Context: an optimization exercise on an open-source flow, tuned for small area and a short achievable clock period. The choices shown serve that exercise and are no tape-out recipe. The RTL was checked by simulation tests, not by an equivalence proof against the original design. Power and IR drop assume default switching activity.

==> inputs of 10-18 <==
Design exu_top, start of the top module:
module exu_top
#(
  parameter int OITF_DEPTH = 4,
  localparam int ITAG_W = (OITF_DEPTH > 1) ? $clog2(OITF_DEPTH) : 1
) (
  input  logic              clk,
  input  logic              i_rst,
  input  logic              i_valid,
  output logic                   o_ready,
  input  exu_op_pkg::exu_op_t           i_op,
  input  exu_cfg_pkg::rfidx_t            i_rs1idx,
  input  exu_cfg_pkg::rfidx_t            i_rs2idx,
  input  exu_cfg_pkg::rfidx_t            i_rdidx,
  input  exu_cfg_pkg::xlen_t             i_imm,
  output logic                   o_lsu_cmd_valid,
  input  logic              i_lsu_cmd_ready,
  output exu_cfg_pkg::xlen_t                  o_lsu_cmd_addr,
  output logic [ITAG_W-1:0]      o_lsu_cmd_itag,
  input  logic              i_lsu_valid,
  output logic                   o_lsu_ready,
  input  exu_cfg_pkg::xlen_t             i_lsu_wdat,
  input  logic [ITAG_W-1:0] i_lsu_itag,
  output logic                   o_wbck_ena,
  output exu_cfg_pkg::rfidx_t                 o_wbck_rdidx,
  output exu_cfg_pkg::xlen_t                  o_wbck_wdat,
  output logic                   o_oitf_empty,
  output logic                   o_exu_active
);
clock: 15.0 ns
lec_check: 0
cap_margin: 20
core_margin: 2
core_utilization: 40
cts_cluster_diameter: 80
cts_cluster_size: 20
setup_slack_margin: 0.05
slew_margin: 20
standard.sh (not shown) runs the stock make flow with config.mk's settings and CLKGATE_MAP_FILE= SYNTH_SCRIPT=/design/flow/synth_recipe.tcl, a recipe that flattens the netlist after the stock synthesis.
==> flow/flow/run.sh <==
#!/bin/bash
# Own flow: the standard layout (standard.sh, unchanged synthesis), with
# the input and output port buffers made of buf_2 cells instead of the delay
# cells that buffer_ports picks by default. Every port still gets a buffer.
set -euo pipefail
bash standard.sh BUFFER_PORTS_ARGS="-buffer_cell sky130_fd_sc_hd__buf_2" finish > flow_make.log 2>&1
==> inputs of 05-17, as changes to 10-18 <==
--- a/flow/design.v
+++ b/flow/design.v
@@ -154,17 +154,17 @@
   assign is_sub  = (i_op == exu_op_pkg::OP_SUB);
   assign opb   = (use_imm ? i_imm : i_rs2) ^ {XLEN{is_sub}};
   assign sum_x = {i_rs1, 1'b1} + {opb, is_sub};
   assign sum   = sum_x[XLEN:1];
   exu_dot u_dot (.i_a (i_rs1), .i_b (i_rs2), .o_sum (dot_sum));
   always_comb begin
     case (i_op)
-      exu_op_pkg::OP_AND:  result = i_rs1 & opb;
-      exu_op_pkg::OP_OR:   result = i_rs1 | opb;
-      exu_op_pkg::OP_XOR:  result = i_rs1 ^ opb;
+      exu_op_pkg::OP_AND:  result = i_rs1 & i_rs2;
+      exu_op_pkg::OP_OR:   result = i_rs1 | i_rs2;
+      exu_op_pkg::OP_XOR:  result = i_rs1 ^ i_rs2;
       default: result = sum;
     endcase
   end
   assign o_wbck_valid   = i_valid & ~is_load & i_rdwen;
   assign o_wbck_wdat    = result;
   assign o_wbck_dot     = (i_op == exu_op_pkg::OP_DOT);
   assign o_wbck_dot_sum = dot_sum;
@@ -459,16 +459,17 @@
   output logic                   o_wbck_valid,
   input  logic              i_wbck_ready,
   output exu_cfg_pkg::xlen_t                  o_wbck_wdat,
   output exu_cfg_pkg::rfidx_t                 o_wbck_rdidx
 );
   logic [ITAG_W:0]         alc_ptr;
   logic [ITAG_W:0]         ret_ptr;
-  logic [OITF_DEPTH-1:0]   ent_live;
+  logic [OITF_DEPTH-1:0]   ent_vld;
   exu_cfg_pkg::rfidx_t                  ent_rdidx [OITF_DEPTH];
+  logic                    ent_rdwen [OITF_DEPTH];
   logic                    full;
   logic                    head_rdwen;
   logic                    ret_ena;
   logic                    hit_rs1;
   logic                    hit_rs2;
   logic                    hit_rd;
   logic [ITAG_W:0]         alc_ptr_inc;
@@ -486,49 +487,50 @@
     end
   end
   assign o_oitf_empty = (alc_ptr == ret_ptr);
   assign full         = (alc_ptr[ITAG_W-1:0] == ret_ptr[ITAG_W-1:0])
                       & (alc_ptr[ITAG_W] != ret_ptr[ITAG_W]);
   assign o_dis_ready  = ~full;
   assign o_dis_itag   = alc_ptr[ITAG_W-1:0];
-  assign head_rdwen   = ent_live[ret_ptr[ITAG_W-1:0]];
+  assign head_rdwen   = ent_rdwen[ret_ptr[ITAG_W-1:0]];
   assign o_lsu_ready  = ~o_oitf_empty & (i_lsu_itag == ret_ptr[ITAG_W-1:0])
                       & (~head_rdwen | i_wbck_ready);
   assign ret_ena      = i_lsu_valid & o_lsu_ready;
   assign o_wbck_valid = i_lsu_valid & ~o_oitf_empty & head_rdwen
                       & (i_lsu_itag == ret_ptr[ITAG_W-1:0]);
   assign o_wbck_wdat  = i_lsu_wdat;
   assign o_wbck_rdidx = ent_rdidx[ret_ptr[ITAG_W-1:0]];
   always_ff @(posedge clk) begin
     if (i_rst) begin
       alc_ptr <= '0;
       ret_ptr <= '0;
-      ent_live <= '0;
+      ent_vld <= '0;
     end else begin
       if (i_dis_ena) begin
-        ent_live[alc_ptr[ITAG_W-1:0]] <= i_dis_rdwen;
+        ent_vld[alc_ptr[ITAG_W-1:0]] <= 1'b1;
         alc_ptr <= alc_ptr_inc;
       end
       if (ret_ena) begin
-        ent_live[ret_ptr[ITAG_W-1:0]] <= 1'b0;
+        ent_vld[ret_ptr[ITAG_W-1:0]] <= 1'b0;
         ret_ptr <= ret_ptr_inc;
       end
     end
   end
   always_ff @(posedge clk) begin
     if (i_dis_ena) begin
       ent_rdidx[alc_ptr[ITAG_W-1:0]] <= i_dis_rdidx;
+      ent_rdwen[alc_ptr[ITAG_W-1:0]] <= i_dis_rdwen;
     end
   end
   always_comb begin
     hit_rs1 = 1'b0;
     hit_rs2 = 1'b0;
     hit_rd  = 1'b0;
     for (int i = 0; i < OITF_DEPTH; i++) begin
-      if (ent_live[i]) begin
+      if (ent_vld[i] && ent_rdwen[i]) begin
         hit_rs1 = hit_rs1 | (ent_rdidx[i] == i_rs1idx);
         hit_rs2 = hit_rs2 | (ent_rdidx[i] == i_rs2idx);
         hit_rd  = hit_rd  | (ent_rdidx[i] == i_rdidx);
       end
     end
   end
   assign o_match_rs1 = hit_rs1 & i_rs1en;
CTS_CLUSTER_DIAMETER = not set   (was 80)
CTS_CLUSTER_SIZE = not set   (was 20)
SETUP_SLACK_MARGIN = not set   (was 0.05)
==> run notes <==
item                                                                    05-17                    10-18
Run status                                            complete, no violations  complete, no violations
Share of total power in combinational logic                              6.2%                     8.2%
Total iterations of the first detailed-routing run                         14                       10
Cell count after placement                                               6916                     6851
HPWL after DPL                                                         207 mm                   215 mm
Core box area                                                    142000 sq um             140000 sq um
Number of setup buffers added after CTS                                     1                        5
Worst-path clk slew                                                   0.06 ns                  0.09 ns
Count of sequential standard cells                                       1060                     1056
Post-synth EDFFs                                                         1016                     1012
Combined area of the multi-input logic cells                      24000 sq um              23600 sq um
Clock distribution power                                              2.92 mW                  1.92 mW
Simple-gate share of the synthesized area                               9.22%                    8.15%
WP buf/inv                                                                 16                       12
Fraction of power consumed by sequential logic                          49.9%                    58.2%
Pin count of the biggest net entering global routing                       43                       55
Number of clock buffers inserted by TritonCTS                             111                       66
Data arrival time of the critical path                               11.82 ns                 11.76 ns
Via count normalized by instance count                                   7.15                     7.19
Met1 Wirelength                                                        105 mm                   108 mm
Length in cells of the worst reg-to-reg path                               36                       32
Net count of the finished layout                                         5610                     5477
Met3 WL                                                               48.6 mm                  45.6 mm

==> run a <==
exu_top with an RTL version that a note above also has.
==> flow/design.v (excerpt) <==
module exu_top
#(
  parameter int OITF_DEPTH = 4,
  localparam int ITAG_W = (OITF_DEPTH > 1) ? $clog2(OITF_DEPTH) : 1
) (
  input  logic              clk,
  input  logic              i_rst,
  input  logic              i_valid,
  output logic                   o_ready,
  input  exu_op_pkg::exu_op_t           i_op,
  input  exu_cfg_pkg::rfidx_t            i_rs1idx,
  input  exu_cfg_pkg::rfidx_t            i_rs2idx,
  input  exu_cfg_pkg::rfidx_t            i_rdidx,
  input  exu_cfg_pkg::xlen_t             i_imm,
  output logic                   o_lsu_cmd_valid,
  input  logic              i_lsu_cmd_ready,
  output exu_cfg_pkg::xlen_t                  o_lsu_cmd_addr,
  output logic [ITAG_W-1:0]      o_lsu_cmd_itag,
  input  logic              i_lsu_valid,
  output logic                   o_lsu_ready,
  input  exu_cfg_pkg::xlen_t             i_lsu_wdat,
  input  logic [ITAG_W-1:0] i_lsu_itag,
  output logic                   o_wbck_ena,
  output exu_cfg_pkg::rfidx_t                 o_wbck_rdidx,
  output exu_cfg_pkg::xlen_t                  o_wbck_wdat,
  output logic                   o_oitf_empty,
  output logic                   o_exu_active
);
==> flow/config.mk <==
export PLATFORM = sky130hd
export DESIGN_NAME = exu_top
export DESIGN_NICKNAME = exu_top
export VERILOG_FILES = /design/flow/design.v
export SDC_FILE = /design/flow/constraint.sdc
export NUM_CORES = 4
export LEC_CHECK = 0
export CAP_MARGIN = 20
export CORE_MARGIN = 2
export CORE_UTILIZATION = 40
export CTS_CLUSTER_DIAMETER = 100
export CTS_CLUSTER_SIZE = 30
export SLEW_MARGIN = 20
==> flow/constraint.sdc <==
create_clock -name core_clock -period 15.0 [get_ports {clk}]
set_input_delay 3.0000 -clock core_clock [delete_from_list [all_inputs] [get_ports {clk}]]
set_output_delay 3.0000 -clock core_clock [all_outputs]
set_load 0.01 [all_outputs]
Scripts as last shown in full above: flow/flow/run.sh
==> run b (differences from run a) <==
==> flow/run.sh (new file) <==
#!/bin/bash
# synth_recipe.tcl (not shown) runs the flow's synth.tcl, then flattens the netlist and writes it again
# the make line also repeats each setting of config.mk as NAME=value (left out here)
make -C /OpenROAD-flow-scripts/flow DESIGN_CONFIG=/design/flow/config.mk WORK_HOME=/design/flow/orfs CLKGATE_MAP_FILE= SYNTH_SCRIPT=/design/flow/synth_recipe.tcl finish
--- a/flow/config.mk
+++ b/flow/config.mk
@@ -9,5 +9,3 @@
 export CORE_MARGIN = 2
 export CORE_UTILIZATION = 40
-export CTS_CLUSTER_DIAMETER = 100
-export CTS_CLUSTER_SIZE = 30
 export SLEW_MARGIN = 20
removed: flow/flow/run.sh
removed: flow/standard.sh
==> impl_metrics.toml <==
[setup_path]
worst-r2r-cell-count = 36

[power_and_ir_drop]
powerClk_mw = 1.60
pwr-share-seq = 0.622
peakVddDrop_mv = 0.0870

[detailed_routing]
wl_per_cell_microns = 43.7
drt-total-wl_mm = 307

[layout]
buffer_area_frac = 0.109
multi_input_area_share = 0.354

[outcome]
outcome = "no timing/DRC/antenna violations"

[sta]
finalWorstSetupSlack_ns = 0.174
That was run a.
==> impl_metrics.toml <==
[outcome]
outcome = "no timing/DRC/antenna violations"

[global_routing]
grt_use_met3 = 0.161

[detailed_routing]
m1WireLength_mm = 111
drt-total-wl_mm = 324
wl_per_cell_microns = 43.4

[sta]
finalWorstSetupSlack_ns = 0.194

[layout]
multi_input_area_share = 0.327
mostFrequentLayoutCell = "edfxtp_1"

[power_and_ir_drop]
peakVddDrop_mv = 0.104
pwr-share-seq = 0.492
powerClk_mw = 2.96

[setup_path]
worst-r2r-cell-count = 37
That was run b.

## what the ideal ports hide
Ports are ideal in the flow. The routed layouts listed here were re-timed in OpenROAD.
Step 1 assumes that a clkbuf_16 drives the clock port and a buf_2 every other input.
Step 2, shift: input delay + t, output delay - t, t = (earliest + latest rising clock arrival at the registers) / 2. This alone moves slack from input paths to output paths.
a / b / c = ideal / step 1 / step 2; a / b = the first two.
run | shift t [ns] | setup slack, ns | worst setup path at the end | latest minus earliest clock arrival (ns) | worst slew at a driven data input, ns
10-18 | 0.767 | 0.237 / 0.214 / 0.214 | input to output | 0.039 / 0.040 | 0.14
05-17 | 0.804 | 0.181 / 0.161 / 0.161 | input to output | 0.055 / 0.055 | 0.09
run a | 0.768 | 0.174 / 0.152 / 0.152 | input to output | 0.052 / 0.051 | 0.09
run b | 0.828 | 0.194 / 0.173 / 0.173 | input to output | 0.055 / 0.055 | 0.09
After both steps every run listed still meets setup and hold. For 10-18, which loses most, drivers alone change the setup slack by -0.023 ns; drivers and shift together by -0.023 ns.
